This design comes from an exercise in tuning for small area, a short achievable clock period and few clock cycles per item on the open sky130 flow, not from production work. No functional check of the RTL was part of this run. Power is estimated from default activity; no workload was simulated.

$ cat config.mk
export PLATFORM = sky130hd
export DESIGN_NAME = systolic_top
export DESIGN_NICKNAME = systolic_top
export VERILOG_FILES = /design/flow/design.v
export SDC_FILE = /design/flow/constraint.sdc
export NUM_CORES = 4
export LEC_CHECK = 0
export ABC_CLOCK_PERIOD_IN_PS = 2500
export CAP_MARGIN = 20
export CORE_MARGIN = 2
export CORE_UTILIZATION = 40
export SETUP_SLACK_MARGIN = 5
export SLEW_MARGIN = 20
$ cat constraint.sdc
create_clock -name core_clock -period 9.0 [get_ports {clk}]
set_input_delay 1.8000 -clock core_clock [delete_from_list [all_inputs] [get_ports {clk}]]
set_output_delay 1.8000 -clock core_clock [all_outputs]
set_load 0.01 [all_outputs]
$ cat design.v
`timescale 1ns/10ps
package systolic_pkg;
    typedef logic signed [16-1:0]   data_t;
    typedef logic signed [8-1:0] weight_t;
    typedef logic signed [32-1:0]  accum_t;
    typedef logic [6-1:0]          wb_addr_t;
    typedef logic [32-1:0]          wb_data_t;
    typedef enum logic [2:0] {
        IDLE,
        CLEAR,
        FEED,
        DRAIN,
        DONE
    } seq_state_t;
endpackage
`timescale 1ns/10ps
module dot2_pp (
    input  logic [15:0] a0,
    input  logic [15:0] a1,
    input  logic [7:0]  b0,
    input  logic [7:0]  b1,
    input  logic        v0,
    input  logic        v1,
    output logic [61:0] pp
);
wire p0m0_one;
wire p0m0_two;
wire p0m0_neg;
wire p0m1_one;
wire p0m1_two;
wire p0m1_neg;
wire p0m2_one;
wire p0m2_two;
wire p0m2_neg;
wire p0m3_one;
wire p0m3_two;
wire p0m3_neg;
wire p1m0_one;
wire p1m0_two;
wire p1m0_neg;
wire p1m1_one;
wire p1m1_two;
wire p1m1_neg;
wire p1m2_one;
wire p1m2_two;
wire p1m2_neg;
wire p1m3_one;
wire p1m3_two;
wire p1m3_neg;
wire s1;
wire c2;
wire s3;
wire c4;
wire s5;
wire c6;
wire s7;
wire c8;
wire s9;
wire c10;
wire s11;
wire c12;
wire s13;
wire c14;
wire s15;
wire c16;
wire s17;
wire c18;
wire s19;
wire c20;
wire s21;
wire c22;
wire s23;
wire c24;
wire s25;
wire c26;
wire s27;
wire c28;
wire s29;
wire c30;
wire s31;
wire c32;
wire s33;
wire c34;
wire s35;
wire c36;
wire s37;
wire c38;
wire s39;
wire c40;
wire s41;
wire c42;
wire s43;
wire c44;
wire s45;
wire c46;
wire s47;
wire c48;
wire s49;
wire c50;
wire s51;
wire c52;
wire s53;
wire c54;
wire s55;
wire c56;
wire s57;
wire c58;
wire s59;
wire c60;
wire s61;
wire c62;
wire s63;
wire c64;
wire s65;
wire c66;
wire s67;
wire c68;
wire s69;
wire c70;
wire s71;
wire c72;
wire s73;
wire c74;
wire s75;
wire c76;
wire s77;
wire c78;
wire s79;
wire c80;
wire s81;
wire c82;
wire s83;
wire c84;
wire s85;
wire c86;
wire s87;
wire c88;
wire s89;
wire c90;
wire s91;
wire c92;
wire s93;
wire c94;
wire s95;
wire c96;
wire s97;
wire c98;
wire s99;
wire c100;
wire s101;
wire c102;
wire s103;
wire c104;
wire s105;
wire c106;
wire s107;
wire c108;
wire s109;
wire c110;
wire s111;
wire c112;
wire s113;
wire c114;
wire s115;
wire c116;
wire s117;
wire c118;
wire s119;
wire c120;
wire s121;
wire c122;
wire s123;
wire c124;
wire s125;
wire c126;
wire s127;
wire c128;
wire s129;
wire c130;
wire s131;
wire c132;
wire s133;
wire c134;
wire s135;
wire c136;
wire s137;
wire c138;
wire s139;
wire c140;
wire s141;
wire c142;
wire s143;
wire c144;
wire s145;
wire c146;
wire s147;
wire c148;
wire s149;
wire c150;
wire s151;
wire c152;
wire s153;
wire c154;
wire s155;
wire c156;
wire s157;
wire c158;
wire s159;
wire c160;
wire s161;
wire c162;
wire s163;
wire c164;
wire s165;
wire c166;
wire s167;
wire c168;
wire s169;
wire c170;
wire s171;
wire c172;
wire s173;
wire c174;
assign p0m0_one = v0 & (b0[0] ^ 1'b0);
assign p0m0_two = v0 & ((b0[1] & ~b0[0] & ~1'b0) | (~b0[1] & b0[0] & 1'b0));
assign p0m0_neg = v0 & b0[1];
wire [16:0] p0m0_r;
assign p0m0_r[0] = ((p0m0_one & a0[0]) | (p0m0_two & 1'b0)) ^ p0m0_neg;
assign p0m0_r[1] = ((p0m0_one & a0[1]) | (p0m0_two & a0[0])) ^ p0m0_neg;
assign p0m0_r[2] = ((p0m0_one & a0[2]) | (p0m0_two & a0[1])) ^ p0m0_neg;
assign p0m0_r[3] = ((p0m0_one & a0[3]) | (p0m0_two & a0[2])) ^ p0m0_neg;
assign p0m0_r[4] = ((p0m0_one & a0[4]) | (p0m0_two & a0[3])) ^ p0m0_neg;
assign p0m0_r[5] = ((p0m0_one & a0[5]) | (p0m0_two & a0[4])) ^ p0m0_neg;
assign p0m0_r[6] = ((p0m0_one & a0[6]) | (p0m0_two & a0[5])) ^ p0m0_neg;
assign p0m0_r[7] = ((p0m0_one & a0[7]) | (p0m0_two & a0[6])) ^ p0m0_neg;
assign p0m0_r[8] = ((p0m0_one & a0[8]) | (p0m0_two & a0[7])) ^ p0m0_neg;
assign p0m0_r[9] = ((p0m0_one & a0[9]) | (p0m0_two & a0[8])) ^ p0m0_neg;
assign p0m0_r[10] = ((p0m0_one & a0[10]) | (p0m0_two & a0[9])) ^ p0m0_neg;
assign p0m0_r[11] = ((p0m0_one & a0[11]) | (p0m0_two & a0[10])) ^ p0m0_neg;
assign p0m0_r[12] = ((p0m0_one & a0[12]) | (p0m0_two & a0[11])) ^ p0m0_neg;
assign p0m0_r[13] = ((p0m0_one & a0[13]) | (p0m0_two & a0[12])) ^ p0m0_neg;
assign p0m0_r[14] = ((p0m0_one & a0[14]) | (p0m0_two & a0[13])) ^ p0m0_neg;
assign p0m0_r[15] = ((p0m0_one & a0[15]) | (p0m0_two & a0[14])) ^ p0m0_neg;
assign p0m0_r[16] = ((p0m0_one & a0[15]) | (p0m0_two & a0[15])) ^ p0m0_neg;
assign p0m1_one = v0 & (b0[2] ^ b0[1]);
assign p0m1_two = v0 & ((b0[3] & ~b0[2] & ~b0[1]) | (~b0[3] & b0[2] & b0[1]));
assign p0m1_neg = v0 & b0[3];
wire [16:0] p0m1_r;
assign p0m1_r[0] = ((p0m1_one & a0[0]) | (p0m1_two & 1'b0)) ^ p0m1_neg;
assign p0m1_r[1] = ((p0m1_one & a0[1]) | (p0m1_two & a0[0])) ^ p0m1_neg;
assign p0m1_r[2] = ((p0m1_one & a0[2]) | (p0m1_two & a0[1])) ^ p0m1_neg;
assign p0m1_r[3] = ((p0m1_one & a0[3]) | (p0m1_two & a0[2])) ^ p0m1_neg;
assign p0m1_r[4] = ((p0m1_one & a0[4]) | (p0m1_two & a0[3])) ^ p0m1_neg;
assign p0m1_r[5] = ((p0m1_one & a0[5]) | (p0m1_two & a0[4])) ^ p0m1_neg;
assign p0m1_r[6] = ((p0m1_one & a0[6]) | (p0m1_two & a0[5])) ^ p0m1_neg;
assign p0m1_r[7] = ((p0m1_one & a0[7]) | (p0m1_two & a0[6])) ^ p0m1_neg;
assign p0m1_r[8] = ((p0m1_one & a0[8]) | (p0m1_two & a0[7])) ^ p0m1_neg;
assign p0m1_r[9] = ((p0m1_one & a0[9]) | (p0m1_two & a0[8])) ^ p0m1_neg;
assign p0m1_r[10] = ((p0m1_one & a0[10]) | (p0m1_two & a0[9])) ^ p0m1_neg;
assign p0m1_r[11] = ((p0m1_one & a0[11]) | (p0m1_two & a0[10])) ^ p0m1_neg;
assign p0m1_r[12] = ((p0m1_one & a0[12]) | (p0m1_two & a0[11])) ^ p0m1_neg;
assign p0m1_r[13] = ((p0m1_one & a0[13]) | (p0m1_two & a0[12])) ^ p0m1_neg;
assign p0m1_r[14] = ((p0m1_one & a0[14]) | (p0m1_two & a0[13])) ^ p0m1_neg;
assign p0m1_r[15] = ((p0m1_one & a0[15]) | (p0m1_two & a0[14])) ^ p0m1_neg;
assign p0m1_r[16] = ((p0m1_one & a0[15]) | (p0m1_two & a0[15])) ^ p0m1_neg;
assign p0m2_one = v0 & (b0[4] ^ b0[3]);
assign p0m2_two = v0 & ((b0[5] & ~b0[4] & ~b0[3]) | (~b0[5] & b0[4] & b0[3]));
assign p0m2_neg = v0 & b0[5];
wire [16:0] p0m2_r;
assign p0m2_r[0] = ((p0m2_one & a0[0]) | (p0m2_two & 1'b0)) ^ p0m2_neg;
assign p0m2_r[1] = ((p0m2_one & a0[1]) | (p0m2_two & a0[0])) ^ p0m2_neg;
assign p0m2_r[2] = ((p0m2_one & a0[2]) | (p0m2_two & a0[1])) ^ p0m2_neg;
assign p0m2_r[3] = ((p0m2_one & a0[3]) | (p0m2_two & a0[2])) ^ p0m2_neg;
assign p0m2_r[4] = ((p0m2_one & a0[4]) | (p0m2_two & a0[3])) ^ p0m2_neg;
assign p0m2_r[5] = ((p0m2_one & a0[5]) | (p0m2_two & a0[4])) ^ p0m2_neg;
assign p0m2_r[6] = ((p0m2_one & a0[6]) | (p0m2_two & a0[5])) ^ p0m2_neg;
assign p0m2_r[7] = ((p0m2_one & a0[7]) | (p0m2_two & a0[6])) ^ p0m2_neg;
assign p0m2_r[8] = ((p0m2_one & a0[8]) | (p0m2_two & a0[7])) ^ p0m2_neg;
assign p0m2_r[9] = ((p0m2_one & a0[9]) | (p0m2_two & a0[8])) ^ p0m2_neg;
assign p0m2_r[10] = ((p0m2_one & a0[10]) | (p0m2_two & a0[9])) ^ p0m2_neg;
assign p0m2_r[11] = ((p0m2_one & a0[11]) | (p0m2_two & a0[10])) ^ p0m2_neg;
assign p0m2_r[12] = ((p0m2_one & a0[12]) | (p0m2_two & a0[11])) ^ p0m2_neg;
assign p0m2_r[13] = ((p0m2_one & a0[13]) | (p0m2_two & a0[12])) ^ p0m2_neg;
assign p0m2_r[14] = ((p0m2_one & a0[14]) | (p0m2_two & a0[13])) ^ p0m2_neg;
assign p0m2_r[15] = ((p0m2_one & a0[15]) | (p0m2_two & a0[14])) ^ p0m2_neg;
assign p0m2_r[16] = ((p0m2_one & a0[15]) | (p0m2_two & a0[15])) ^ p0m2_neg;
assign p0m3_one = v0 & (b0[6] ^ b0[5]);
assign p0m3_two = v0 & ((b0[7] & ~b0[6] & ~b0[5]) | (~b0[7] & b0[6] & b0[5]));
assign p0m3_neg = v0 & b0[7];
wire [16:0] p0m3_r;
assign p0m3_r[0] = ((p0m3_one & a0[0]) | (p0m3_two & 1'b0)) ^ p0m3_neg;
assign p0m3_r[1] = ((p0m3_one & a0[1]) | (p0m3_two & a0[0])) ^ p0m3_neg;
assign p0m3_r[2] = ((p0m3_one & a0[2]) | (p0m3_two & a0[1])) ^ p0m3_neg;
assign p0m3_r[3] = ((p0m3_one & a0[3]) | (p0m3_two & a0[2])) ^ p0m3_neg;
assign p0m3_r[4] = ((p0m3_one & a0[4]) | (p0m3_two & a0[3])) ^ p0m3_neg;
assign p0m3_r[5] = ((p0m3_one & a0[5]) | (p0m3_two & a0[4])) ^ p0m3_neg;
assign p0m3_r[6] = ((p0m3_one & a0[6]) | (p0m3_two & a0[5])) ^ p0m3_neg;
assign p0m3_r[7] = ((p0m3_one & a0[7]) | (p0m3_two & a0[6])) ^ p0m3_neg;
assign p0m3_r[8] = ((p0m3_one & a0[8]) | (p0m3_two & a0[7])) ^ p0m3_neg;
assign p0m3_r[9] = ((p0m3_one & a0[9]) | (p0m3_two & a0[8])) ^ p0m3_neg;
assign p0m3_r[10] = ((p0m3_one & a0[10]) | (p0m3_two & a0[9])) ^ p0m3_neg;
assign p0m3_r[11] = ((p0m3_one & a0[11]) | (p0m3_two & a0[10])) ^ p0m3_neg;
assign p0m3_r[12] = ((p0m3_one & a0[12]) | (p0m3_two & a0[11])) ^ p0m3_neg;
assign p0m3_r[13] = ((p0m3_one & a0[13]) | (p0m3_two & a0[12])) ^ p0m3_neg;
assign p0m3_r[14] = ((p0m3_one & a0[14]) | (p0m3_two & a0[13])) ^ p0m3_neg;
assign p0m3_r[15] = ((p0m3_one & a0[15]) | (p0m3_two & a0[14])) ^ p0m3_neg;
assign p0m3_r[16] = ((p0m3_one & a0[15]) | (p0m3_two & a0[15])) ^ p0m3_neg;
assign p1m0_one = v1 & (b1[0] ^ 1'b0);
assign p1m0_two = v1 & ((b1[1] & ~b1[0] & ~1'b0) | (~b1[1] & b1[0] & 1'b0));
assign p1m0_neg = v1 & b1[1];
wire [16:0] p1m0_r;
assign p1m0_r[0] = ((p1m0_one & a1[0]) | (p1m0_two & 1'b0)) ^ p1m0_neg;
assign p1m0_r[1] = ((p1m0_one & a1[1]) | (p1m0_two & a1[0])) ^ p1m0_neg;
assign p1m0_r[2] = ((p1m0_one & a1[2]) | (p1m0_two & a1[1])) ^ p1m0_neg;
assign p1m0_r[3] = ((p1m0_one & a1[3]) | (p1m0_two & a1[2])) ^ p1m0_neg;
assign p1m0_r[4] = ((p1m0_one & a1[4]) | (p1m0_two & a1[3])) ^ p1m0_neg;
assign p1m0_r[5] = ((p1m0_one & a1[5]) | (p1m0_two & a1[4])) ^ p1m0_neg;
assign p1m0_r[6] = ((p1m0_one & a1[6]) | (p1m0_two & a1[5])) ^ p1m0_neg;
assign p1m0_r[7] = ((p1m0_one & a1[7]) | (p1m0_two & a1[6])) ^ p1m0_neg;
assign p1m0_r[8] = ((p1m0_one & a1[8]) | (p1m0_two & a1[7])) ^ p1m0_neg;
assign p1m0_r[9] = ((p1m0_one & a1[9]) | (p1m0_two & a1[8])) ^ p1m0_neg;
assign p1m0_r[10] = ((p1m0_one & a1[10]) | (p1m0_two & a1[9])) ^ p1m0_neg;
assign p1m0_r[11] = ((p1m0_one & a1[11]) | (p1m0_two & a1[10])) ^ p1m0_neg;
assign p1m0_r[12] = ((p1m0_one & a1[12]) | (p1m0_two & a1[11])) ^ p1m0_neg;
assign p1m0_r[13] = ((p1m0_one & a1[13]) | (p1m0_two & a1[12])) ^ p1m0_neg;
assign p1m0_r[14] = ((p1m0_one & a1[14]) | (p1m0_two & a1[13])) ^ p1m0_neg;
assign p1m0_r[15] = ((p1m0_one & a1[15]) | (p1m0_two & a1[14])) ^ p1m0_neg;
assign p1m0_r[16] = ((p1m0_one & a1[15]) | (p1m0_two & a1[15])) ^ p1m0_neg;
assign p1m1_one = v1 & (b1[2] ^ b1[1]);
assign p1m1_two = v1 & ((b1[3] & ~b1[2] & ~b1[1]) | (~b1[3] & b1[2] & b1[1]));
assign p1m1_neg = v1 & b1[3];
wire [16:0] p1m1_r;
assign p1m1_r[0] = ((p1m1_one & a1[0]) | (p1m1_two & 1'b0)) ^ p1m1_neg;
assign p1m1_r[1] = ((p1m1_one & a1[1]) | (p1m1_two & a1[0])) ^ p1m1_neg;
assign p1m1_r[2] = ((p1m1_one & a1[2]) | (p1m1_two & a1[1])) ^ p1m1_neg;
assign p1m1_r[3] = ((p1m1_one & a1[3]) | (p1m1_two & a1[2])) ^ p1m1_neg;
assign p1m1_r[4] = ((p1m1_one & a1[4]) | (p1m1_two & a1[3])) ^ p1m1_neg;
assign p1m1_r[5] = ((p1m1_one & a1[5]) | (p1m1_two & a1[4])) ^ p1m1_neg;
assign p1m1_r[6] = ((p1m1_one & a1[6]) | (p1m1_two & a1[5])) ^ p1m1_neg;
assign p1m1_r[7] = ((p1m1_one & a1[7]) | (p1m1_two & a1[6])) ^ p1m1_neg;
assign p1m1_r[8] = ((p1m1_one & a1[8]) | (p1m1_two & a1[7])) ^ p1m1_neg;
assign p1m1_r[9] = ((p1m1_one & a1[9]) | (p1m1_two & a1[8])) ^ p1m1_neg;
assign p1m1_r[10] = ((p1m1_one & a1[10]) | (p1m1_two & a1[9])) ^ p1m1_neg;
assign p1m1_r[11] = ((p1m1_one & a1[11]) | (p1m1_two & a1[10])) ^ p1m1_neg;
assign p1m1_r[12] = ((p1m1_one & a1[12]) | (p1m1_two & a1[11])) ^ p1m1_neg;
assign p1m1_r[13] = ((p1m1_one & a1[13]) | (p1m1_two & a1[12])) ^ p1m1_neg;
assign p1m1_r[14] = ((p1m1_one & a1[14]) | (p1m1_two & a1[13])) ^ p1m1_neg;
assign p1m1_r[15] = ((p1m1_one & a1[15]) | (p1m1_two & a1[14])) ^ p1m1_neg;
assign p1m1_r[16] = ((p1m1_one & a1[15]) | (p1m1_two & a1[15])) ^ p1m1_neg;
assign p1m2_one = v1 & (b1[4] ^ b1[3]);
assign p1m2_two = v1 & ((b1[5] & ~b1[4] & ~b1[3]) | (~b1[5] & b1[4] & b1[3]));
assign p1m2_neg = v1 & b1[5];
wire [16:0] p1m2_r;
assign p1m2_r[0] = ((p1m2_one & a1[0]) | (p1m2_two & 1'b0)) ^ p1m2_neg;
assign p1m2_r[1] = ((p1m2_one & a1[1]) | (p1m2_two & a1[0])) ^ p1m2_neg;
assign p1m2_r[2] = ((p1m2_one & a1[2]) | (p1m2_two & a1[1])) ^ p1m2_neg;
assign p1m2_r[3] = ((p1m2_one & a1[3]) | (p1m2_two & a1[2])) ^ p1m2_neg;
assign p1m2_r[4] = ((p1m2_one & a1[4]) | (p1m2_two & a1[3])) ^ p1m2_neg;
assign p1m2_r[5] = ((p1m2_one & a1[5]) | (p1m2_two & a1[4])) ^ p1m2_neg;
assign p1m2_r[6] = ((p1m2_one & a1[6]) | (p1m2_two & a1[5])) ^ p1m2_neg;
assign p1m2_r[7] = ((p1m2_one & a1[7]) | (p1m2_two & a1[6])) ^ p1m2_neg;
assign p1m2_r[8] = ((p1m2_one & a1[8]) | (p1m2_two & a1[7])) ^ p1m2_neg;
assign p1m2_r[9] = ((p1m2_one & a1[9]) | (p1m2_two & a1[8])) ^ p1m2_neg;
assign p1m2_r[10] = ((p1m2_one & a1[10]) | (p1m2_two & a1[9])) ^ p1m2_neg;
assign p1m2_r[11] = ((p1m2_one & a1[11]) | (p1m2_two & a1[10])) ^ p1m2_neg;
assign p1m2_r[12] = ((p1m2_one & a1[12]) | (p1m2_two & a1[11])) ^ p1m2_neg;
assign p1m2_r[13] = ((p1m2_one & a1[13]) | (p1m2_two & a1[12])) ^ p1m2_neg;
assign p1m2_r[14] = ((p1m2_one & a1[14]) | (p1m2_two & a1[13])) ^ p1m2_neg;
assign p1m2_r[15] = ((p1m2_one & a1[15]) | (p1m2_two & a1[14])) ^ p1m2_neg;
assign p1m2_r[16] = ((p1m2_one & a1[15]) | (p1m2_two & a1[15])) ^ p1m2_neg;
assign p1m3_one = v1 & (b1[6] ^ b1[5]);
assign p1m3_two = v1 & ((b1[7] & ~b1[6] & ~b1[5]) | (~b1[7] & b1[6] & b1[5]));
assign p1m3_neg = v1 & b1[7];
wire [16:0] p1m3_r;
assign p1m3_r[0] = ((p1m3_one & a1[0]) | (p1m3_two & 1'b0)) ^ p1m3_neg;
assign p1m3_r[1] = ((p1m3_one & a1[1]) | (p1m3_two & a1[0])) ^ p1m3_neg;
assign p1m3_r[2] = ((p1m3_one & a1[2]) | (p1m3_two & a1[1])) ^ p1m3_neg;
assign p1m3_r[3] = ((p1m3_one & a1[3]) | (p1m3_two & a1[2])) ^ p1m3_neg;
assign p1m3_r[4] = ((p1m3_one & a1[4]) | (p1m3_two & a1[3])) ^ p1m3_neg;
assign p1m3_r[5] = ((p1m3_one & a1[5]) | (p1m3_two & a1[4])) ^ p1m3_neg;
assign p1m3_r[6] = ((p1m3_one & a1[6]) | (p1m3_two & a1[5])) ^ p1m3_neg;
assign p1m3_r[7] = ((p1m3_one & a1[7]) | (p1m3_two & a1[6])) ^ p1m3_neg;
assign p1m3_r[8] = ((p1m3_one & a1[8]) | (p1m3_two & a1[7])) ^ p1m3_neg;
assign p1m3_r[9] = ((p1m3_one & a1[9]) | (p1m3_two & a1[8])) ^ p1m3_neg;
assign p1m3_r[10] = ((p1m3_one & a1[10]) | (p1m3_two & a1[9])) ^ p1m3_neg;
assign p1m3_r[11] = ((p1m3_one & a1[11]) | (p1m3_two & a1[10])) ^ p1m3_neg;
assign p1m3_r[12] = ((p1m3_one & a1[12]) | (p1m3_two & a1[11])) ^ p1m3_neg;
assign p1m3_r[13] = ((p1m3_one & a1[13]) | (p1m3_two & a1[12])) ^ p1m3_neg;
assign p1m3_r[14] = ((p1m3_one & a1[14]) | (p1m3_two & a1[13])) ^ p1m3_neg;
assign p1m3_r[15] = ((p1m3_one & a1[15]) | (p1m3_two & a1[14])) ^ p1m3_neg;
assign p1m3_r[16] = ((p1m3_one & a1[15]) | (p1m3_two & a1[15])) ^ p1m3_neg;
wire nx, na;
assign nx = p0m3_neg ^ p1m3_neg;
assign na = p0m3_neg & p1m3_neg;
assign s1 = p0m0_r[0] ^ p0m0_neg ^ p1m0_r[0];
assign c2 = (p0m0_r[0] & p0m0_neg) | (p0m0_r[0] & p1m0_r[0]) | (p0m0_neg & p1m0_r[0]);
assign s3 = p0m0_r[2] ^ p0m1_r[0] ^ p0m1_neg;
assign c4 = (p0m0_r[2] & p0m1_r[0]) | (p0m0_r[2] & p0m1_neg) | (p0m1_r[0] & p0m1_neg);
assign s5 = p1m0_r[2] ^ p1m1_r[0] ^ p1m1_neg;
assign c6 = (p1m0_r[2] & p1m1_r[0]) | (p1m0_r[2] & p1m1_neg) | (p1m1_r[0] & p1m1_neg);
assign s7 = p0m0_r[3] ^ p0m1_r[1] ^ p1m0_r[3];
assign c8 = (p0m0_r[3] & p0m1_r[1]) | (p0m0_r[3] & p1m0_r[3]) | (p0m1_r[1] & p1m0_r[3]);
assign s9 = p0m0_r[4] ^ p0m1_r[2] ^ p0m2_r[0];
assign c10 = (p0m0_r[4] & p0m1_r[2]) | (p0m0_r[4] & p0m2_r[0]) | (p0m1_r[2] & p0m2_r[0]);
assign s11 = p0m2_neg ^ p1m0_r[4] ^ p1m1_r[2];
assign c12 = (p0m2_neg & p1m0_r[4]) | (p0m2_neg & p1m1_r[2]) | (p1m0_r[4] & p1m1_r[2]);
assign s13 = p0m0_r[5] ^ p0m1_r[3] ^ p0m2_r[1];
assign c14 = (p0m0_r[5] & p0m1_r[3]) | (p0m0_r[5] & p0m2_r[1]) | (p0m1_r[3] & p0m2_r[1]);
assign s15 = p1m0_r[5] ^ p1m1_r[3] ^ p1m2_r[1];
assign c16 = (p1m0_r[5] & p1m1_r[3]) | (p1m0_r[5] & p1m2_r[1]) | (p1m1_r[3] & p1m2_r[1]);
assign s17 = p0m0_r[6] ^ p0m1_r[4] ^ p0m2_r[2];
assign c18 = (p0m0_r[6] & p0m1_r[4]) | (p0m0_r[6] & p0m2_r[2]) | (p0m1_r[4] & p0m2_r[2]);
assign s19 = p0m3_r[0] ^ p1m0_r[6] ^ p1m1_r[4];
assign c20 = (p0m3_r[0] & p1m0_r[6]) | (p0m3_r[0] & p1m1_r[4]) | (p1m0_r[6] & p1m1_r[4]);
assign s21 = p1m2_r[2] ^ p1m3_r[0] ^ nx;
assign c22 = (p1m2_r[2] & p1m3_r[0]) | (p1m2_r[2] & nx) | (p1m3_r[0] & nx);
assign s23 = p0m0_r[7] ^ p0m1_r[5] ^ p0m2_r[3];
assign c24 = (p0m0_r[7] & p0m1_r[5]) | (p0m0_r[7] & p0m2_r[3]) | (p0m1_r[5] & p0m2_r[3]);
assign s25 = p0m3_r[1] ^ p1m0_r[7] ^ p1m1_r[5];
assign c26 = (p0m3_r[1] & p1m0_r[7]) | (p0m3_r[1] & p1m1_r[5]) | (p1m0_r[7] & p1m1_r[5]);
assign s27 = p1m2_r[3] ^ p1m3_r[1] ^ na;
assign c28 = (p1m2_r[3] & p1m3_r[1]) | (p1m2_r[3] & na) | (p1m3_r[1] & na);
assign s29 = p0m0_r[8] ^ p0m1_r[6] ^ p0m2_r[4];
assign c30 = (p0m0_r[8] & p0m1_r[6]) | (p0m0_r[8] & p0m2_r[4]) | (p0m1_r[6] & p0m2_r[4]);
assign s31 = p0m3_r[2] ^ p1m0_r[8] ^ p1m1_r[6];
assign c32 = (p0m3_r[2] & p1m0_r[8]) | (p0m3_r[2] & p1m1_r[6]) | (p1m0_r[8] & p1m1_r[6]);
assign s33 = p0m0_r[9] ^ p0m1_r[7] ^ p0m2_r[5];
assign c34 = (p0m0_r[9] & p0m1_r[7]) | (p0m0_r[9] & p0m2_r[5]) | (p0m1_r[7] & p0m2_r[5]);
assign s35 = p0m3_r[3] ^ p1m0_r[9] ^ p1m1_r[7];
assign c36 = (p0m3_r[3] & p1m0_r[9]) | (p0m3_r[3] & p1m1_r[7]) | (p1m0_r[9] & p1m1_r[7]);
assign s37 = p0m0_r[10] ^ p0m1_r[8] ^ p0m2_r[6];
assign c38 = (p0m0_r[10] & p0m1_r[8]) | (p0m0_r[10] & p0m2_r[6]) | (p0m1_r[8] & p0m2_r[6]);
assign s39 = p0m3_r[4] ^ p1m0_r[10] ^ p1m1_r[8];
assign c40 = (p0m3_r[4] & p1m0_r[10]) | (p0m3_r[4] & p1m1_r[8]) | (p1m0_r[10] & p1m1_r[8]);
assign s41 = p0m0_r[11] ^ p0m1_r[9] ^ p0m2_r[7];
assign c42 = (p0m0_r[11] & p0m1_r[9]) | (p0m0_r[11] & p0m2_r[7]) | (p0m1_r[9] & p0m2_r[7]);
assign s43 = p0m3_r[5] ^ p1m0_r[11] ^ p1m1_r[9];
assign c44 = (p0m3_r[5] & p1m0_r[11]) | (p0m3_r[5] & p1m1_r[9]) | (p1m0_r[11] & p1m1_r[9]);
assign s45 = p0m0_r[12] ^ p0m1_r[10] ^ p0m2_r[8];
assign c46 = (p0m0_r[12] & p0m1_r[10]) | (p0m0_r[12] & p0m2_r[8]) | (p0m1_r[10] & p0m2_r[8]);
assign s47 = p0m3_r[6] ^ p1m0_r[12] ^ p1m1_r[10];
assign c48 = (p0m3_r[6] & p1m0_r[12]) | (p0m3_r[6] & p1m1_r[10]) | (p1m0_r[12] & p1m1_r[10]);
assign s49 = p0m0_r[13] ^ p0m1_r[11] ^ p0m2_r[9];
assign c50 = (p0m0_r[13] & p0m1_r[11]) | (p0m0_r[13] & p0m2_r[9]) | (p0m1_r[11] & p0m2_r[9]);
assign s51 = p0m3_r[7] ^ p1m0_r[13] ^ p1m1_r[11];
assign c52 = (p0m3_r[7] & p1m0_r[13]) | (p0m3_r[7] & p1m1_r[11]) | (p1m0_r[13] & p1m1_r[11]);
assign s53 = p0m0_r[14] ^ p0m1_r[12] ^ p0m2_r[10];
assign c54 = (p0m0_r[14] & p0m1_r[12]) | (p0m0_r[14] & p0m2_r[10]) | (p0m1_r[12] & p0m2_r[10]);
assign s55 = p0m3_r[8] ^ p1m0_r[14] ^ p1m1_r[12];
assign c56 = (p0m3_r[8] & p1m0_r[14]) | (p0m3_r[8] & p1m1_r[12]) | (p1m0_r[14] & p1m1_r[12]);
assign s57 = p0m0_r[15] ^ p0m1_r[13] ^ p0m2_r[11];
assign c58 = (p0m0_r[15] & p0m1_r[13]) | (p0m0_r[15] & p0m2_r[11]) | (p0m1_r[13] & p0m2_r[11]);
assign s59 = p0m3_r[9] ^ p1m0_r[15] ^ p1m1_r[13];
assign c60 = (p0m3_r[9] & p1m0_r[15]) | (p0m3_r[9] & p1m1_r[13]) | (p1m0_r[15] & p1m1_r[13]);
assign s61 = ~p0m0_r[16] ^ p0m1_r[14] ^ p0m2_r[12];
assign c62 = (~p0m0_r[16] & p0m1_r[14]) | (~p0m0_r[16] & p0m2_r[12]) | (p0m1_r[14] & p0m2_r[12]);
assign s63 = p0m3_r[10] ^ ~p1m0_r[16] ^ p1m1_r[14];
assign c64 = (p0m3_r[10] & ~p1m0_r[16]) | (p0m3_r[10] & p1m1_r[14]) | (~p1m0_r[16] & p1m1_r[14]);
assign s65 = p0m1_r[15] ^ p0m2_r[13] ^ p0m3_r[11];
assign c66 = (p0m1_r[15] & p0m2_r[13]) | (p0m1_r[15] & p0m3_r[11]) | (p0m2_r[13] & p0m3_r[11]);
assign s67 = p1m1_r[15] ^ p1m2_r[13] ^ p1m3_r[11];
assign c68 = (p1m1_r[15] & p1m2_r[13]) | (p1m1_r[15] & p1m3_r[11]) | (p1m2_r[13] & p1m3_r[11]);
assign s69 = ~p0m1_r[16] ^ p0m2_r[14] ^ p0m3_r[12];
assign c70 = (~p0m1_r[16] & p0m2_r[14]) | (~p0m1_r[16] & p0m3_r[12]) | (p0m2_r[14] & p0m3_r[12]);
assign s71 = ~p1m1_r[16] ^ p1m2_r[14] ^ p1m3_r[12];
assign c72 = (~p1m1_r[16] & p1m2_r[14]) | (~p1m1_r[16] & p1m3_r[12]) | (p1m2_r[14] & p1m3_r[12]);
assign s73 = p0m2_r[15] ^ p0m3_r[13] ^ p1m2_r[15];
assign c74 = (p0m2_r[15] & p0m3_r[13]) | (p0m2_r[15] & p1m2_r[15]) | (p0m3_r[13] & p1m2_r[15]);
assign s75 = ~p0m2_r[16] ^ p0m3_r[14] ^ ~p1m2_r[16];
assign c76 = (~p0m2_r[16] & p0m3_r[14]) | (~p0m2_r[16] & ~p1m2_r[16]) | (p0m3_r[14] & ~p1m2_r[16]);
assign s77 = ~p0m3_r[16] ^ ~p1m3_r[16] ^ 1'b1;
assign c78 = (~p0m3_r[16] & ~p1m3_r[16]) | (~p0m3_r[16] & 1'b1) | (~p1m3_r[16] & 1'b1);
assign s79 = p0m0_r[1] ^ p1m0_r[1] ^ c2;
assign c80 = (p0m0_r[1] & p1m0_r[1]) | (p0m0_r[1] & c2) | (p1m0_r[1] & c2);
assign s81 = p1m1_r[1] ^ c4 ^ c6;
assign c82 = (p1m1_r[1] & c4) | (p1m1_r[1] & c6) | (c4 & c6);
assign s83 = p1m2_r[0] ^ p1m2_neg ^ c8;
assign c84 = (p1m2_r[0] & p1m2_neg) | (p1m2_r[0] & c8) | (p1m2_neg & c8);
assign s85 = c10 ^ c12 ^ s13;
assign c86 = (c10 & c12) | (c10 & s13) | (c12 & s13);
assign s87 = c14 ^ c16 ^ s17;
assign c88 = (c14 & c16) | (c14 & s17) | (c16 & s17);
assign s89 = c18 ^ c20 ^ c22;
assign c90 = (c18 & c20) | (c18 & c22) | (c20 & c22);
assign s91 = s23 ^ s25 ^ s27;
assign c92 = (s23 & s25) | (s23 & s27) | (s25 & s27);
assign s93 = p1m2_r[4] ^ p1m3_r[2] ^ c24;
assign c94 = (p1m2_r[4] & p1m3_r[2]) | (p1m2_r[4] & c24) | (p1m3_r[2] & c24);
assign s95 = c26 ^ c28 ^ s29;
assign c96 = (c26 & c28) | (c26 & s29) | (c28 & s29);
assign s97 = p1m2_r[5] ^ p1m3_r[3] ^ c30;
assign c98 = (p1m2_r[5] & p1m3_r[3]) | (p1m2_r[5] & c30) | (p1m3_r[3] & c30);
assign s99 = c32 ^ s33 ^ s35;
assign c100 = (c32 & s33) | (c32 & s35) | (s33 & s35);
assign s101 = p1m2_r[6] ^ p1m3_r[4] ^ c34;
assign c102 = (p1m2_r[6] & p1m3_r[4]) | (p1m2_r[6] & c34) | (p1m3_r[4] & c34);
assign s103 = c36 ^ s37 ^ s39;
assign c104 = (c36 & s37) | (c36 & s39) | (s37 & s39);
assign s105 = p1m2_r[7] ^ p1m3_r[5] ^ c38;
assign c106 = (p1m2_r[7] & p1m3_r[5]) | (p1m2_r[7] & c38) | (p1m3_r[5] & c38);
assign s107 = c40 ^ s41 ^ s43;
assign c108 = (c40 & s41) | (c40 & s43) | (s41 & s43);
assign s109 = p1m2_r[8] ^ p1m3_r[6] ^ c42;
assign c110 = (p1m2_r[8] & p1m3_r[6]) | (p1m2_r[8] & c42) | (p1m3_r[6] & c42);
assign s111 = c44 ^ s45 ^ s47;
assign c112 = (c44 & s45) | (c44 & s47) | (s45 & s47);
assign s113 = p1m2_r[9] ^ p1m3_r[7] ^ c46;
assign c114 = (p1m2_r[9] & p1m3_r[7]) | (p1m2_r[9] & c46) | (p1m3_r[7] & c46);
assign s115 = c48 ^ s49 ^ s51;
assign c116 = (c48 & s49) | (c48 & s51) | (s49 & s51);
assign s117 = p1m2_r[10] ^ p1m3_r[8] ^ c50;
assign c118 = (p1m2_r[10] & p1m3_r[8]) | (p1m2_r[10] & c50) | (p1m3_r[8] & c50);
assign s119 = c52 ^ s53 ^ s55;
assign c120 = (c52 & s53) | (c52 & s55) | (s53 & s55);
assign s121 = p1m2_r[11] ^ p1m3_r[9] ^ c54;
assign c122 = (p1m2_r[11] & p1m3_r[9]) | (p1m2_r[11] & c54) | (p1m3_r[9] & c54);
assign s123 = c56 ^ s57 ^ s59;
assign c124 = (c56 & s57) | (c56 & s59) | (s57 & s59);
assign s125 = p1m2_r[12] ^ p1m3_r[10] ^ c58;
assign c126 = (p1m2_r[12] & p1m3_r[10]) | (p1m2_r[12] & c58) | (p1m3_r[10] & c58);
assign s127 = c60 ^ s61 ^ s63;
assign c128 = (c60 & s61) | (c60 & s63) | (s61 & s63);
assign s129 = 1'b1 ^ c62 ^ c64;
assign c130 = (1'b1 & c62) | (1'b1 & c64) | (c62 & c64);
assign s131 = 1'b1 ^ c66 ^ c68;
assign c132 = (1'b1 & c66) | (1'b1 & c68) | (c66 & c68);
assign s133 = p1m3_r[13] ^ c70 ^ c72;
assign c134 = (p1m3_r[13] & c70) | (p1m3_r[13] & c72) | (c70 & c72);
assign s135 = p1m3_r[14] ^ 1'b1 ^ c74;
assign c136 = (p1m3_r[14] & 1'b1) | (p1m3_r[14] & c74) | (1'b1 & c74);
assign s137 = p0m3_r[15] ^ p1m3_r[15] ^ c76;
assign c138 = (p0m3_r[15] & p1m3_r[15]) | (p0m3_r[15] & c76) | (p1m3_r[15] & c76);
assign s139 = s3 ^ s5 ^ c80;
assign c140 = (s3 & s5) | (s3 & c80) | (s5 & c80);
assign s141 = s9 ^ s11 ^ c82;
assign c142 = (s9 & s11) | (s9 & c82) | (s11 & c82);
assign s143 = s15 ^ c84 ^ s85;
assign c144 = (s15 & c84) | (s15 & s85) | (c84 & s85);
assign s145 = s19 ^ s21 ^ c86;
assign c146 = (s19 & s21) | (s19 & c86) | (s21 & c86);
assign s147 = c88 ^ s89 ^ s91;
assign c148 = (c88 & s89) | (c88 & s91) | (s89 & s91);
assign s149 = s31 ^ c90 ^ c92;
assign c150 = (s31 & c90) | (s31 & c92) | (c90 & c92);
assign s151 = c94 ^ c96 ^ s97;
assign c152 = (c94 & c96) | (c94 & s97) | (c96 & s97);
assign s153 = c98 ^ c100 ^ s101;
assign c154 = (c98 & c100) | (c98 & s101) | (c100 & s101);
assign s155 = c102 ^ c104 ^ s105;
assign c156 = (c102 & c104) | (c102 & s105) | (c104 & s105);
assign s157 = c106 ^ c108 ^ s109;
assign c158 = (c106 & c108) | (c106 & s109) | (c108 & s109);
assign s159 = c110 ^ c112 ^ s113;
assign c160 = (c110 & c112) | (c110 & s113) | (c112 & s113);
assign s161 = c114 ^ c116 ^ s117;
assign c162 = (c114 & c116) | (c114 & s117) | (c116 & s117);
assign s163 = c118 ^ c120 ^ s121;
assign c164 = (c118 & c120) | (c118 & s121) | (c120 & s121);
assign s165 = c122 ^ c124 ^ s125;
assign c166 = (c122 & c124) | (c122 & s125) | (c124 & s125);
assign s167 = s65 ^ s67 ^ c126;
assign c168 = (s65 & s67) | (s65 & c126) | (s67 & c126);
assign s169 = s69 ^ s71 ^ c130;
assign c170 = (s69 & s71) | (s69 & c130) | (s71 & c130);
assign s171 = s73 ^ c132 ^ s133;
assign c172 = (s73 & c132) | (s73 & s133) | (c132 & s133);
assign s173 = s75 ^ c134 ^ s135;
assign c174 = (s75 & c134) | (s75 & s135) | (c134 & s135);
assign pp[0] = p1m0_neg;
assign pp[1] = s1;
assign pp[2] = s79;
assign pp[3] = s139;
assign pp[4] = s7;
assign pp[5] = s81;
assign pp[6] = c140;
assign pp[7] = s83;
assign pp[8] = s141;
assign pp[9] = c142;
assign pp[10] = s143;
assign pp[11] = s87;
assign pp[12] = c144;
assign pp[13] = s145;
assign pp[14] = c146;
assign pp[15] = s147;
assign pp[16] = s93;
assign pp[17] = s95;
assign pp[18] = c148;
assign pp[19] = s149;
assign pp[20] = s99;
assign pp[21] = c150;
assign pp[22] = s151;
assign pp[23] = s103;
assign pp[24] = c152;
assign pp[25] = s153;
assign pp[26] = s107;
assign pp[27] = c154;
assign pp[28] = s155;
assign pp[29] = s111;
assign pp[30] = c156;
assign pp[31] = s157;
assign pp[32] = s115;
assign pp[33] = c158;
assign pp[34] = s159;
assign pp[35] = s119;
assign pp[36] = c160;
assign pp[37] = s161;
assign pp[38] = s123;
assign pp[39] = c162;
assign pp[40] = s163;
assign pp[41] = s127;
assign pp[42] = c164;
assign pp[43] = s165;
assign pp[44] = c128;
assign pp[45] = s129;
assign pp[46] = c166;
assign pp[47] = s167;
assign pp[48] = s131;
assign pp[49] = c168;
assign pp[50] = s169;
assign pp[51] = c170;
assign pp[52] = s171;
assign pp[53] = c172;
assign pp[54] = s173;
assign pp[55] = c136;
assign pp[56] = s137;
assign pp[57] = c174;
assign pp[58] = s77;
assign pp[59] = c138;
assign pp[60] = c78;
assign pp[61] = 1'b1;
endmodule
module dot2_fin (
    input  logic [61:0] pp,
    output logic [24:0] sum
);
logic [24:0] r0, r1;
wire s175;
wire c176;
wire s177;
wire c178;
wire s179;
wire c180;
wire s181;
wire c182;
wire s183;
wire c184;
wire s185;
wire c186;
wire s187;
wire c188;
wire s189;
wire c190;
wire s191;
wire c192;
wire s193;
wire c194;
wire s195;
wire c196;
wire s197;
wire c198;
wire s199;
wire c200;
wire s201;
wire c202;
wire s203;
wire c204;
wire s205;
wire c206;
wire s207;
wire c208;
wire s209;
wire c210;
wire s211;
wire c212;
wire s213;
wire c214;
wire s215;
wire c216;
wire s217;
wire c218;
wire s219;
wire c220;
wire s221;
wire c222;
wire s223;
wire c224;
wire s225;
wire c226;
wire s227;
wire c228;
wire s229;
wire c230;
wire s231;
wire c232;
wire s233;
wire c234;
wire s235;
wire c236;
assign s175 = pp[4] ^ pp[5] ^ pp[6];
assign c176 = (pp[4] & pp[5]) | (pp[4] & pp[6]) | (pp[5] & pp[6]);
assign s177 = pp[11] ^ pp[12] ^ pp[13];
assign c178 = (pp[11] & pp[12]) | (pp[11] & pp[13]) | (pp[12] & pp[13]);
assign s179 = pp[16] ^ pp[17] ^ pp[18];
assign c180 = (pp[16] & pp[17]) | (pp[16] & pp[18]) | (pp[17] & pp[18]);
assign s181 = pp[20] ^ pp[21] ^ pp[22];
assign c182 = (pp[20] & pp[21]) | (pp[20] & pp[22]) | (pp[21] & pp[22]);
assign s183 = pp[23] ^ pp[24] ^ pp[25];
assign c184 = (pp[23] & pp[24]) | (pp[23] & pp[25]) | (pp[24] & pp[25]);
assign s185 = pp[26] ^ pp[27] ^ pp[28];
assign c186 = (pp[26] & pp[27]) | (pp[26] & pp[28]) | (pp[27] & pp[28]);
assign s187 = pp[29] ^ pp[30] ^ pp[31];
assign c188 = (pp[29] & pp[30]) | (pp[29] & pp[31]) | (pp[30] & pp[31]);
assign s189 = pp[32] ^ pp[33] ^ pp[34];
assign c190 = (pp[32] & pp[33]) | (pp[32] & pp[34]) | (pp[33] & pp[34]);
assign s191 = pp[35] ^ pp[36] ^ pp[37];
assign c192 = (pp[35] & pp[36]) | (pp[35] & pp[37]) | (pp[36] & pp[37]);
assign s193 = pp[38] ^ pp[39] ^ pp[40];
assign c194 = (pp[38] & pp[39]) | (pp[38] & pp[40]) | (pp[39] & pp[40]);
assign s195 = pp[41] ^ pp[42] ^ pp[43];
assign c196 = (pp[41] & pp[42]) | (pp[41] & pp[43]) | (pp[42] & pp[43]);
assign s197 = pp[44] ^ pp[45] ^ pp[46];
assign c198 = (pp[44] & pp[45]) | (pp[44] & pp[46]) | (pp[45] & pp[46]);
assign s199 = pp[48] ^ pp[49] ^ pp[50];
assign c200 = (pp[48] & pp[49]) | (pp[48] & pp[50]) | (pp[49] & pp[50]);
assign s201 = pp[55] ^ pp[56] ^ pp[57];
assign c202 = (pp[55] & pp[56]) | (pp[55] & pp[57]) | (pp[56] & pp[57]);
assign s203 = pp[7] ^ pp[8] ^ c176;
assign c204 = (pp[7] & pp[8]) | (pp[7] & c176) | (pp[8] & c176);
assign s205 = pp[14] ^ pp[15] ^ c178;
assign c206 = (pp[14] & pp[15]) | (pp[14] & c178) | (pp[15] & c178);
assign s207 = pp[47] ^ c196 ^ s197;
assign c208 = (pp[47] & c196) | (pp[47] & s197) | (c196 & s197);
assign s209 = pp[51] ^ pp[52] ^ c200;
assign c210 = (pp[51] & pp[52]) | (pp[51] & c200) | (pp[52] & c200);
assign s211 = pp[58] ^ pp[59] ^ c202;
assign c212 = (pp[58] & pp[59]) | (pp[58] & c202) | (pp[59] & c202);
assign s213 = pp[9] ^ pp[10] ^ c204;
assign c214 = (pp[9] & pp[10]) | (pp[9] & c204) | (pp[10] & c204);
assign s215 = pp[19] ^ s179 ^ c206;
assign c216 = (pp[19] & s179) | (pp[19] & c206) | (s179 & c206);
assign s217 = c198 ^ s199 ^ c208;
assign c218 = (c198 & s199) | (c198 & c208) | (s199 & c208);
assign s219 = pp[53] ^ pp[54] ^ c210;
assign c220 = (pp[53] & pp[54]) | (pp[53] & c210) | (pp[54] & c210);
assign s221 = c180 ^ s181 ^ c216;
assign c222 = (c180 & s181) | (c180 & c216) | (s181 & c216);
assign s223 = c182 ^ s183 ^ c222;
assign c224 = (c182 & s183) | (c182 & c222) | (s183 & c222);
assign s225 = c184 ^ s185 ^ c224;
assign c226 = (c184 & s185) | (c184 & c224) | (s185 & c224);
assign s227 = c186 ^ s187 ^ c226;
assign c228 = (c186 & s187) | (c186 & c226) | (s187 & c226);
assign s229 = c188 ^ s189 ^ c228;
assign c230 = (c188 & s189) | (c188 & c228) | (s189 & c228);
assign s231 = c190 ^ s191 ^ c230;
assign c232 = (c190 & s191) | (c190 & c230) | (s191 & c230);
assign s233 = c192 ^ s193 ^ c232;
assign c234 = (c192 & s193) | (c192 & c232) | (s193 & c232);
assign s235 = c194 ^ s195 ^ c234;
assign c236 = (c194 & s195) | (c194 & c234) | (s195 & c234);
assign r0[0] = pp[0];
assign r1[0] = pp[1];
assign r0[1] = pp[2];
assign r1[1] = 1'b0;
assign r0[2] = pp[3];
assign r1[2] = 1'b0;
assign r0[3] = s175;
assign r1[3] = 1'b0;
assign r0[4] = s203;
assign r1[4] = 1'b0;
assign r0[5] = s213;
assign r1[5] = 1'b0;
assign r0[6] = s177;
assign r1[6] = c214;
assign r0[7] = s205;
assign r1[7] = 1'b0;
assign r0[8] = s215;
assign r1[8] = 1'b0;
assign r0[9] = s221;
assign r1[9] = 1'b0;
assign r0[10] = s223;
assign r1[10] = 1'b0;
assign r0[11] = s225;
assign r1[11] = 1'b0;
assign r0[12] = s227;
assign r1[12] = 1'b0;
assign r0[13] = s229;
assign r1[13] = 1'b0;
assign r0[14] = s231;
assign r1[14] = 1'b0;
assign r0[15] = s233;
assign r1[15] = 1'b0;
assign r0[16] = s235;
assign r1[16] = 1'b0;
assign r0[17] = s207;
assign r1[17] = c236;
assign r0[18] = s217;
assign r1[18] = 1'b0;
assign r0[19] = s209;
assign r1[19] = c218;
assign r0[20] = s219;
assign r1[20] = 1'b0;
assign r0[21] = s201;
assign r1[21] = c220;
assign r0[22] = s211;
assign r1[22] = 1'b0;
assign r0[23] = pp[60];
assign r1[23] = c212;
assign r0[24] = pp[61];
assign r1[24] = 1'b0;
assign sum = r0 + r1;
endmodule
`timescale 1ns/10ps
module systolic_top (
    input  logic        clk,
    input  logic        rst_n,
    input  logic        wb_cyc,
    input  logic        wb_stb,
    input  logic        wb_we,
    input  logic [5:0]  wb_adr,
    input  logic [31:0] wb_dat_w,
    output logic [31:0] wb_dat_r,
    output logic        wb_ack
);
    logic [15:0] ax [2];
    logic [15:0] ay [2];
    logic [7:0]  bu [2];
    logic [7:0]  bv [2];
    logic [1:0]  ax_v, ay_v, bu_v, bv_v;
    logic [24:0] c_ring [4];
    logic        c_vld;
    logic        busy;
    logic        done;
    logic [1:0]  run_cnt;
    logic [1:0]  k;
    logic        k0_n, k1_n;
    logic        access;
    logic        wr_en;
    logic        start;
    logic [24:0] rd_d;
    logic [24:0] rd_q;
    assign access = wb_cyc && wb_stb && !wb_ack;
    assign wr_en  = access && wb_we && !busy;
    assign start  = wr_en && (wb_adr == 6'd8) && wb_dat_w[0];
    always_ff @(posedge clk or negedge rst_n) begin
        if (!rst_n) begin
            wb_ack <= 1'b0;
        end else begin
            wb_ack <= access;
        end
    end
    assign k0_n = ~k[0];
    assign k1_n = k[1] ^ k[0];
    logic wr_a, wr_b;
    assign wr_a = wr_en && (wb_adr[5:2] == 4'd0);
    assign wr_b = wr_en && (wb_adr[5:2] == 4'd1);
    for (genvar p = 0; p < 2; p++) begin : g_ring
        logic wa_x, wa_y, wb_u, wb_v;
        assign wa_x = wr_a && (wb_adr[1] == (1'(p) ^ k0_n)) && !wb_adr[0];
        assign wa_y = wr_a && (wb_adr[1] == (1'(p) ^ k0_n)) &&  wb_adr[0];
        assign wb_u = wr_b && (wb_adr[0] == (1'(p) ^ k1_n)) && !wb_adr[1];
        assign wb_v = wr_b && (wb_adr[0] == (1'(p) ^ k1_n)) &&  wb_adr[1];
        always_ff @(posedge clk) begin
            ax[p] <= wa_x ? wb_dat_w[15:0] : ax[1-p];
            ay[p] <= wa_y ? wb_dat_w[15:0] : ay[1-p];
            bu[p] <= wb_u ? wb_dat_w[7:0] : (k[0] ? bu[1-p] : bu[p]);
            bv[p] <= wb_v ? wb_dat_w[7:0] : (k[0] ? bv[1-p] : bv[p]);
        end
        always_ff @(posedge clk or negedge rst_n) begin
            if (!rst_n) begin
                ax_v[p] <= 1'b0;
                ay_v[p] <= 1'b0;
                bu_v[p] <= 1'b0;
                bv_v[p] <= 1'b0;
            end else begin
                ax_v[p] <= wa_x || ax_v[1-p];
                ay_v[p] <= wa_y || ay_v[1-p];
                bu_v[p] <= wb_u || (k[0] ? bu_v[1-p] : bu_v[p]);
                bv_v[p] <= wb_v || (k[0] ? bv_v[1-p] : bv_v[p]);
            end
        end
    end
    always_ff @(posedge clk or negedge rst_n) begin
        if (!rst_n) begin
            busy    <= 1'b0;
            done    <= 1'b0;
            c_vld   <= 1'b0;
            run_cnt <= '0;
            k       <= '0;
        end else begin
            k <= k + 2'd1;
            if (start) begin
                busy    <= 1'b1;
                done    <= 1'b0;
                c_vld   <= 1'b1;
                run_cnt <= '0;
            end else if (busy) begin
                run_cnt <= run_cnt + 2'd1;
                if (run_cnt == 2'd2) begin
                    busy <= 1'b0;
                    done <= 1'b1;
                end
            end
        end
    end
    logic [61:0] pp;
    logic [61:0] pp_q;
    logic [24:0] sum;
    dot2_pp u_pp (
        .a0 (ax[0]),
        .a1 (ay[0]),
        .b0 (bu[0]),
        .b1 (bv[0]),
        .v0 (ax_v[0] && bu_v[0]),
        .v1 (ay_v[0] && bv_v[0]),
        .pp (pp)
    );
    always_ff @(posedge clk) begin
        pp_q <= pp;
    end
    dot2_fin u_fin (
        .pp  (pp_q),
        .sum (sum)
    );
    always_ff @(posedge clk) begin
        c_ring[0] <= (start || busy) ? sum : c_ring[3];
        c_ring[1] <= c_ring[0];
        c_ring[2] <= c_ring[1];
        c_ring[3] <= c_ring[2];
    end
    logic [1:0] c_pos;
    assign c_pos = k - {wb_adr[0], wb_adr[1]} - 2'd2;
    logic       pa, pb;
    assign pa = wb_adr[1] ^ k[0];     
    assign pb = wb_adr[0] ^ k[1];     
    always_comb begin
        rd_d = '0;
        case (wb_adr)
            6'd0, 6'd2:
                if (ax_v[pa]) rd_d = {{9{ax[pa][15]}}, ax[pa]};
            6'd1, 6'd3:
                if (ay_v[pa]) rd_d = {{9{ay[pa][15]}}, ay[pa]};
            6'd4, 6'd5:
                if (bu_v[pb]) rd_d = {{17{bu[pb][7]}}, bu[pb]};
            6'd6, 6'd7:
                if (bv_v[pb]) rd_d = {{17{bv[pb][7]}}, bv[pb]};
            6'd9:
                rd_d = {23'd0, done, busy};
            6'd12, 6'd13, 6'd14, 6'd15:
                if (c_vld) rd_d = c_ring[c_pos];
            default: rd_d = '0;
        endcase
    end
    always_ff @(posedge clk) begin
        rd_q <= rd_d;
    end
    assign wb_dat_r = {{7{rd_q[24]}}, rd_q};
endmodule
$ cat run.sh
#!/bin/bash
# synth_recipe.tcl (not shown) runs the flow's synth.tcl, then flattens the netlist and writes it again
# the make line also repeats each setting of config.mk as NAME=value (left out here)
make -C /OpenROAD-flow-scripts/flow DESIGN_CONFIG=/design/flow/config.mk WORK_HOME=/design/flow/orfs CLKGATE_MAP_FILE= SYNTH_SCRIPT=/design/flow/synth_recipe.tcl finish
==> impl_metrics.py <==
metrics = {
    "synth": {
        "synth.net_count": 2098,
        "yosysTopAreaCell": "dfxtp_1",
        "synth-async-reset-ratio_pct": 5.37,
        "synth_area_mm2": 0.0183,
        "synthDominantCellAreaShare_pct": 27.4,
        "synth.most_common_cell": "dfxtp_1",
        "synth.distinct_cells": 66,
        "syn-mean-instance-area_um2": 9.46,
        "seq_area_frac_synth_pct": 34.8,
        "netlist_instances": 1931,
        "synth_seq_cells": 298,
        "synthTopCellsByArea": "dfxtp_1 (27%), fa_1 (12%), mux2i_1 (6.9%), mux2_2 (6.1%), edfxtp_1 (5.3%)",
        "synth_edf_count": 32,
        "ys_top_cells_by_count": "dfxtp_1 (250), o21ai_0 (156), inv_1 (155)",
        "synth_ff_type": "dfxtp_1",
        "ys_warn_count": 11,
    },
    "detailed_routing": {
        "wl_per_cell_um": 20.8,
        "firstDrtPassIters": 9,
        "vias": 14600,
        "antenna_left": 0,
        "drtIter0Drc": 1556,
        "drc": 0,
        "vias_per_cell": 5.82,
        "wirelength_um": 52300,
    },
    "place": {
        "post-dp-hpwl_um": 37000,
        "io_buffers": 59,
        "dp_cells": 2439,
        "gp_congestion": 0.859,
    },
    "hold_path": {
        "hold_path.class": "flip-flop to flip-flop",
        "holdPathStages": 0,
        "min_from": "c_ring[0][11]",
    },
    "sta": {
        "maxSlewHeadroom_pct": 40.0,
        "fin_tns_setup_ns": 0,
        "final.period_utilization_pct": 62.4,
        "setup_viol": 0,
        "fin_crit_ns": 5.62,
        "fin_skew_ns": 0.0200,
        "rsz0062_at_grt": "true",
        "fmax_mhz": 178,
        "slew_violations": 0,
        "worstMarginPinSlew_ns": 0.900,
        "hold_violations": 0,
    },
    "setup_path": {
        "startpoint_type": "flip-flop",
        "critPathLaunch": "pp_q[11]",
        "cp_slowest_cell": "o41a_4",
        "slowest_delay_ns": 0.39,
        "required_ns": 9.46,
        "r2r_start": "pp_q[11]",
        "critPathMaxFanout": 3,
        "crit_arrival_ns": 6.08,
        "worstSetupPathType": "flip-flop to flip-flop",
        "crit_top_cell": "fa_2",
        "crit_chain": "fa_2 -> inv_2 -> fa_2 -> inv_2 -> fa_2 -> inv_2 -> fa_2 -> fa_2 -> fa_2 -> fa_2 -> fa_2 -> fa_2 -> fa_2 -> fa_2 -> inv_2 -> ha_4 -> or3b_4 -> o41a_4 -> a41oi_2 -> or3b_1",
        "reg2reg_depth": 20,
        "end_kind": "flip-flop",
    },
    "outcome": {
        "status": "no timing/DRC/antenna violations",
    },
    "floorplan": {
        "start_util_pct": 40.4,
        "pin_count": 76,
        "core_region_area_mm2": 0.0452,
        "rows": 78,
        "die_h_um": 218,
        "die_w_um": 218,
        "die-area_mm2": 0.0474,
    },
    "cts": {
        "cts_buffer_depth": 3,
        "htreeDepth": 1,
        "clk_pin_slew_worst_paths_ns": 0.06,
        "cts_tree": "yes",
        "clock-root-buffer": "clkbuf_16",
        "numCtsBuffers": 31,
        "cts_sinks": 298,
        "clk_latency_ns": 0.59,
        "cts_hold_buf": 0,
    },
    "global_route": {
        "grt_pass1_wl_um": 81900,
        "grt_max_degree": 77,
        "antenna_found_initial": 1,
        "first_global_vias": 13800,
        "grt_remaining_overflow": 0,
        "track_usage_pct": 21.9,
    },
    "pwr": {
        "p_sw_w": 0.000951,
        "seqPwrFrac_pct": 44.1,
        "pwr-share-comb_pct": 16.0,
        "vdd_ir_drop_max_mv": 0.135,
        "clkPwrFrac_pct": 40.0,
        "power_density_mw_per_mm2": 166,
        "switching_share_pct": 27.6,
        "internal_power_w": 0.00249,
        "total_leakage_power_nw": 8.22,
    },
    "layout": {
        "nNetsFinal": 2051,
        "final_cell_count_no_fill": 2510,
        "area_growth_pct": 13.7,
        "drive_above_1_share_pct": 14.2,
    },
    "job": {
        "drv_cap": 0,
    },
}
## worst paths after layout
| check | to | slack, ns |
|---|---|---|
| max in group asynchronous | done | 6.79 |
| worst max register to register | c_ring[0][23] | 3.38 |
| worst min-delay path | c_ring[1][11] | 0.35 |
| worst min register to register | c_ring[1][11] | 0.35 |
| worst max-delay path | c_ring[0][23] | 3.38 |
| min in group asynchronous | bu_v[0] | 1.68 |
## power by group through the flow
stage | clock [W] | combinational, W | sequential [W]
CTS | 0.00139 | 0.000534 | 0.00152
detailed placement | 0 | 0.000505 | 0.00155
floorplan | 0 | 0.000375 | 0.00151
global route | 0.00144 | 0.000612 | 0.00153
finish | 0.00138 | 0.000550 | 0.00152
global placement | 0 | 0.000493 | 0.00154
## cell families (layout without fill, tap and decap cells)
logic type                 Yosys count  after routing  synth area share, %
and+or+nand+nor                    358            358                 9.57
buffers and inverters              343            321                 7.27
adders and majority gates          154            154                 14.7
muxes                              226            226                 13.1
DFF                                298            298                 34.8
AOI/OAI and AO/OA                  486            486                 17.4
other                                0              1                    0
xor gates and xnor gates            66             66                 3.16
## worst max-delay path, delay by kind of cell, from the launching register on
family | cells | cell delay, ns
DFF | 1 | 0.33
and+or+nand+nor | 2 | 0.73
buffers and inverters | 4 | 0.21
AOI/OAI and AO/OA | 2 | 0.58
adders and majority gates | 12 | 3.63
## final cells by class
class | instances | area (um2)
Sequential cell | 298 | 6370
Clock inverter | 16 | 194
Multi-Input combinational cell | 1290 | 10900
Tap cell | 600 | 751
Inverter | 157 | 593
Clock buffer | 42 | 910
Fill cell | 4272 | 24400
Antenna cell | 1 | 2.50
Timing Repair Buffer | 106 | 1050
## stage by stage
stage	worst slack [ns]	hold WS, ns	util (%)	power [W]	cell area (um2)
2_1_floorplan	3.51	0.330	-	0.00189	18300
3_3_place_gp	3.31	0.332	42.5	0.00203	19200
3_5_place_dp	3.31	0.337	42.5	0.00205	19200
4_1_cts	3.39	0.350	45.7	0.00344	20600
5_1_grt	3.18	0.353	46.0	0.00359	20800
6_report	3.38	0.346	46.0	0.00344	20800
## what timing repair did
item / CTS / global route
resized for setup: 38 / 19
cloned: 1 / 0
pin swaps: 11 / 10
hold endpoints to repair: 0 / 0
setup endpoints to repair: 70 / 30
setup buffers: 6 / 4
## state kept, by name, indices dropped and copies added (netlist names), 2 cells and up
signal,cells
k,2
c_ring,100
ay_v,2
ax_v,2
ay,32
pp_q,61
run_cnt,2
rd_q,25
bu_v,2
ax,32
bu,16
bv,16
bv_v,2
## metal layers
layer	wire [um]	global-route usage, %	vias up
met5	0	0	-
met4	1090	5.07	0
met3	4550	3.71	76
li1	-	-	6693
met2	22600	32.7	655
met1	24000	32.7	7173
## cell usage in the layout (no fill, tap or decap), types with 34 or more instances in the layout
cell type        instances
a21oi_1                102
a222oi_1                37
buf_4                   34
clkdlybuf4s50_1         57
dfxtp_1                247
fa_1                    99
inv_1                  151
mux2_2                  99
mux2i_1                126
nand2_1                 69
nor2_1                 136
o21ai_0                153
o221ai_1                48
xnor2_1                 41

==> static timing again, ports no longer ideal <==
The results above use ideal ports. As a check the final layout listed here was re-extracted and re-timed, cells and wires unchanged.
Step 1 sets driving cells, clkbuf_16 on the clock port and buf_2 on the other inputs (assumed; they add their load-dependent delay and slew).
Step 2 times the ports against the registers' clock, not the clock port: input delays grow and output delays shrink by t, the midpoint of the rising clock arrivals with the driver on.
a / b / c = ideal / step 1 / step 2; a / b = the first two.
shift t [ns]: 0.639
setup WS [ns]: 3.380 / 3.380 / 3.380
worst setup path after step 2: register to register
worst data-port slew with drivers (ns): 0.04
After both steps setup and hold are still met in this run. The setup slack of this run moves by 0.000 ns with the drivers and by 0.000 ns with both steps.
